From an optimization exercise on the open Yosys and OpenROAD flow, aimed at small area; shortcuts taken in it are not production practice. The RTL was checked by simulation tests, not by an equivalence proof against the original design. Power figures rest on the tool's default switching activity, not on a simulated workload.

Setup of v10:
==> flow/design.v (excerpt) <==
module ep_user_app (
  input  wire logic                  trn_clk_c,
  input  wire logic                  rst_n,
  input  wire logic                  link_up_n,
  input  wire logic                  req,
  input  wire logic [48:0]           reg_req,    
  output logic                       ack,
  output logic [31:0]                rd_data,
  output logic                       tx_valid,
  output logic [63:0]                tx_data,
  input  wire logic                  tx_ready
);
  logic        clr;
  logic [15:0] addr;
  logic        wren;
  logic [31:0] wr_data;
  assign clr     = !rst_n || link_up_n;
  assign addr    = reg_req[48:33];
  assign wren    = reg_req[32];
  assign wr_data = reg_req[31:0];
  logic [1:0] st;
  logic       cmd_valid;
  always_ff @(posedge trn_clk_c) begin
    if (clr) begin
      st <= 2'b00;
    end else begin
      st[0] <= !st[1] && (st[0] || req);
      st[1] <= st[0] || (st[1] && req);
    end
  end
  assign cmd_valid = st[0] && !st[1];
  assign ack       = st[1] && !st[0];
  logic        ctrl_en;
  logic [31:0] scratch;
  logic        hit_ctrl, hit_scr, hit_lo, hit_hi, hit_id;
  logic [1:0]  rsel;
  logic        sel_scr, sel_id;
  ...
For scale: ~500 cells after synthesis, about 110 flip-flops, ~150 I/O pins, ~4600 µm² of cells after synthesis.
Settings: LEC_CHECK=0, CAP_MARGIN=10, CORE_MARGIN=2, CORE_UTILIZATION=62, CTS_BUF_LIST=sky130_fd_sc_hd__clkbuf_4 sky130_fd_sc_hd__clkbuf_8, SLEW_MARGIN=10; clock period 5.0 ns.
standard.sh (not shown) runs the stock make flow with config.mk's settings and CLKGATE_MAP_FILE= SYNTH_SCRIPT=/design/flow/synth_recipe.tcl, a recipe that flattens the netlist after the stock synthesis.
==> flow/flow/run.sh <==
#!/bin/bash
# ORFS layout through the standard.sh, with these changes:
#  - synthesis: no Kogge-Stone carry map, no full/half-adder cell map, and an
#    area-leaning ABC script (flow/abc_area.script); registers are unchanged
#  - port buffers use the smallest buffer cell
#  - clock tree synthesis without dummy loads
set -euo pipefail
W=$(pwd)
export MY_ABC_SCRIPT=$W/flow/abc_area.script
export BUFFER_PORTS_ARGS="-buffer_cell sky130_fd_sc_hd__buf_1"
bash standard.sh \
  "SYNTH_SCRIPT=$W/flow/synth.tcl" \
  "SYNTH_OPERATIONS_ARGS=-nofsm" \
  "ADDER_MAP_FILE=" \
  "BUFFER_PORTS_ARGS=$BUFFER_PORTS_ARGS" \
  "CTS_ARGS=-sink_clustering_enable -repair_clock_nets -dont_use_dummy_load -buf_list {sky130_fd_sc_hd__clkbuf_4 sky130_fd_sc_hd__clkbuf_8}" \
  finish > standard_flow.log 2>&1
==> flow/flow/abc_area.script <==
strash
&get -n
&st
&syn3
&dch -f
&nf -a -R 2000 -E 1000 -F 8 -A 6
&put
topo
==> flow/flow/synth.tcl <==
proc synth {args} { yosys synth -nofsm -noshare {*}$args }
proc abc {args} {
  set i [lsearch -exact $args -script]
  if {$i >= 0 && [info exists ::env(MY_ABC_SCRIPT)] && $::env(MY_ABC_SCRIPT) ne ""} {
    set args [lreplace $args [expr {$i + 1}] [expr {$i + 1}] $::env(MY_ABC_SCRIPT)]
  }
  yosys abc {*}$args
}
source $::env(SCRIPTS_DIR)/synth.tcl
# left out here: clear keep_hierarchy, flatten, clean up, hide names made inside functions, write 1_2_yosys.v
v10: no failed stages, no open violations at the end
Changes in v51 relative to v10:
- CORE_UTILIZATION now 70, was 62
### Flow results
- Every stage of the flow completed for v51, and the final layout passed the timing, design-rule and antenna checks.
- Delta (v51 minus v10): total wire length after detailed routing has increased, post-route core utilization now sits higher, wire length of the first global-routing pass rose 350 µm, switching power summed over all nets saw an increase.
- Sort v10 and v51 by post-layout worst setup margin desc -> top: v10
- Clock latency on the worst-skew pair of v10 is on par with v51.
What v50 does differently from v51 at the input level:
- a change of CORE_UTILIZATION from 70 to 65
==> flow/flow/abc_area.script <==
strash
&get -n
&st
&syn3
&dch -f
&nf -a -R 2000 -E 1000
&put
topo
==> summary.txt <==
Pin count of the biggest net entering global routing was lower in v50 than in v51.
Compared with v51, internal power summed over all cells in v50 decreased slightly.
Between v51 and v50, the number of well taps is lower for v51.
In the flow results for v51 and v50, the wire length after detailed routing is larger on v50.
When the final numbers for v51 and v50 were put side by side, the post-synthesis simple-gate area fraction turned out to be greater in v50.
Compared with v51, in v50 cell area after layout increased by 1.4% relative to the old numbers, first-pass GRT wire length rose about 1%, post-placement cell count went up by 28.
| area of the die | v50 vs v51 | 560 µm² higher |
Going from v51 to v50, power of the combinational group shrinks by about 5%.
Taking v51 over v50, the layout filler cell count ratio works out to 0.79.
--- input diff v50..v21 ---
==> flow/flow/abc_area.script <==
strash
&get -n
&st
&syn3
&dch -f
&nf -a -R 2000 -E 1000 -F 8 -A 6
&put
topo
### Flow results
v21 completed every stage of the flow, and the final layout passed the timing, design-rule and antenna checks. v50 completed; timing, DRC and antenna clean. Worst hold slack: v21 > v50. The run with more setup slack is v21; v50 has less. From v50 to v21 the numbers moved as follows: non-clock buffer count fell by 1.2%, flip-flop and latch power rose by about 0.7%, total number of vias fell by about 5%. v21 ends up with a finished layout cell area that is about 0.8% lower than in v50. Delta (v21 minus v50): flip-flop and latch share of the layout cell area now larger; total power of the final layout increased by about 0.64% relative to the old numbers.


== job 5153 ==
ep_user_app, a different RTL version from the one above (not shown whole).
Size in the first run: roughly 490 cells after synthesis, roughly 110 flip-flops, roughly 4600 µm² of cells after synthesis.
==> flow/design.v (excerpt) <==
module ep_user_app (
  input  wire logic                  trn_clk_c,
  input  wire logic                  rst_n,
  input  wire logic                  link_up_n,
  input  wire logic                  req,
  input  wire logic [48:0]           reg_req,    
  output logic                       ack,
  output logic [31:0]                rd_data,
  output logic                       tx_valid,
  output logic [63:0]                tx_data,
  input  wire logic                  tx_ready
);
==> flow/config.mk <==
export PLATFORM = sky130hd
export DESIGN_NAME = ep_user_app
export DESIGN_NICKNAME = ep_user_app
export VERILOG_FILES = /design/flow/design.v
export SDC_FILE = /design/flow/constraint.sdc
export NUM_CORES = 4
export LEC_CHECK = 0
export CAP_MARGIN = 10
export CORE_MARGIN = 2
export CORE_UTILIZATION = 60
export CTS_BUF_LIST = sky130_fd_sc_hd__clkbuf_4 sky130_fd_sc_hd__clkbuf_8
export SLEW_MARGIN = 10
==> flow/constraint.sdc <==
create_clock -name core_clock -period 5.0 [get_ports {trn_clk_c}]
set_input_delay 1.0000 -clock core_clock [delete_from_list [all_inputs] [get_ports {trn_clk_c}]]
set_output_delay 1.0000 -clock core_clock [all_outputs]
set_load 0.01 [all_outputs]
==> flow/flow/abc_area.script <==
strash
&get -n
&st
&syn3
&dch -f
&nf -a -R 2000 -E 1000
&put
topo
Scripts as last shown in full above: flow/flow/run.sh, flow/flow/synth.tcl
Changes in job 9640 relative to job 5153:
Settings: CAP_MARGIN changed from 10 to 20; CORE_UTILIZATION changed from 60 to 65; SLEW_MARGIN changed from 10 to 20.
Notes after the runs:
Summary: wire length of the first global-routing pass, job 9640 better than job 5153
Job 9640 and job 5153 ended up with roughly the same proportion of cell area spent on the clock network.
Horizontal extent of the die (lower): job 9640
Between job 5153 and job 9640, sum of routed wire length over all layers increased.
Cmp job 9640 and job 5153 / sequential fraction of design power / lower: job 5153
Relative to job 5153, final total power decreased by 0.35% in job 9640.
Status: design area parity (job 5153, job 9640)
Fraction of area in registers essentially unchanged between job 5153 and job 9640.
For share of cell area taken by multi-input logic gates, job 9640 and job 5153 come out practically identical.
### job 9640 -> job 3614
Settings: CAP_MARGIN changed from 20 to 10; SLEW_MARGIN changed from 20 to 10.
Findings:
Compared with job 9640, in job 3614 switching power as a share of total power closely matched the old numbers, final critical path time including I/O delays and setup increased by 0.018 ns relative to the old numbers, relative contribution of sequential cells to total power closely matched the old numbers, part of the cycle the worst path needs increased by 0.36 points relative to the old numbers.
Between job 9640 and job 3614, the routed length per instance does not differ in any meaningful way.
Layout overhead on the synthesized area is lower on job 3614
Job 3614 reached the final stage; the timing, design-rule and antenna checks on its layout passed.
Inputs modified between job 3614 and job 6284:
Settings: CAP_MARGIN changed from 10 to 5; CORE_UTILIZATION changed from 65 to 70; SLEW_MARGIN changed from 10 to 5.
Results
- Every stage of the flow completed for job 6284, and the final layout passed the timing, design-rule and antenna checks.
- Job 6284 vs job 3614 — pin count of the biggest net entering global routing climbed by more than a quarter
- Job 6284 and job 3614 ended up with roughly the same sequential power.
- Job 6284 and job 3614 ended up with roughly the same final area.
- Job 6284 vs job 3614, launch point of the worst path: reg_req[46] vs reg_req[37]
- Sequential fraction of total cell area of job 6284 is on par with job 3614.
[inputs] job 2428 vs job 6284
Settings: CAP_MARGIN changed from 5 to 10; SLEW_MARGIN changed from 5 to 10; CORE_UTILIZATION changed from 70 to 65.
--- a/flow/flow/run.sh
+++ b/flow/flow/run.sh
@@ -15,3 +15,3 @@
   "BUFFER_PORTS_ARGS=$BUFFER_PORTS_ARGS" \
-  "CTS_ARGS=-sink_clustering_enable -repair_clock_nets -dont_use_dummy_load -buf_list {sky130_fd_sc_hd__clkbuf_4 sky130_fd_sc_hd__clkbuf_8}" \
+  "CTS_ARGS=-sink_clustering_enable -repair_clock_nets -dont_use_dummy_load -buf_list {sky130_fd_sc_hd__clkbuf_4 sky130_fd_sc_hd__clkbuf_8} -sink_clustering_size 20 -sink_clustering_max_diameter 80" \
   finish > standard_flow.log 2>&1
Notes after the runs:
Job 2428 finished end to end and its layout was clean on timing, DRC and antenna.
Between job 6284 and job 2428, the number of library cell types mapped by synthesis figures differ only marginally.
The worst setup path startpoint comes out reg_req[46] in one run and reg_req[37] in the other, namely in job 6284 and job 2428 respectively.
Compared to job 6284, the routing of job 2428 uses less wire.
Going from job 6284 to job 2428, sequential share of layout area now sits at about the same level; met3 layer wire length in the routed design went down by 370 µm; number of detailed-route iterations in the first pass -1; worst ir drop on vdd saw a decrease.
Job 6284 → job 2428: die outline width now larger, first-pass GRT wire length now smaller, power comparable.

static timing again, ports no longer ideal:
In the flow no input, the clock included, has a driving cell. The finished layouts below were timed again as built, in two steps.
Step 1, drivers: a clkbuf_16 drives trn_clk_c and a buf_2 each remaining input, both assumed.
Step 2 adds t to the input delays and takes it off the output delays; t is the mean of the earliest and latest rising clock arrival at the registers after step 1. Input paths then give back, and output paths get back, about the clock's delay inside the block.
Three values: ideal, step 1, step 2; two values: the first two.
run	shift t [ns]	setup slack, ns	hold WS [ns]	worst setup path after step 2	worst register clock-pin slew, ns
v10	0.383	0.432 / 0.442 / 0.059	0.458 / 0.458 / 0.458	input to register	0.10 / 0.10
v51	0.388	0.404 / 0.412 / 0.025	0.487 / 0.487 / 0.487	input to register	0.10 / 0.10
v50	0.385	0.434 / 0.444 / 0.060	0.460 / 0.460 / 0.460	input to register	0.10 / 0.10
v21	0.385	0.461 / 0.472 / 0.087	0.472 / 0.472 / 0.472	input to register	0.10 / 0.10
job 5153	0.397	0.393 / 0.404 / 0.007	0.464 / 0.464 / 0.464	input to register	0.12 / 0.12
job 9640	0.376	0.427 / 0.431 / 0.056	0.461 / 0.461 / 0.461	input to register	0.11 / 0.11
job 3614	0.376	0.409 / 0.414 / 0.038	0.463 / 0.463 / 0.463	input to register	0.11 / 0.11
job 6284	0.384	0.434 / 0.439 / 0.055	0.491 / 0.491 / 0.491	input to register	0.10 / 0.10
job 2428	0.376	0.409 / 0.414 / 0.038	0.463 / 0.463 / 0.463	input to register	0.11 / 0.11
After both steps setup and hold are still met in every run listed. The setup slack of job 5153, which loses most, moves by +0.011 ns with the drivers and by -0.386 ns with both steps.
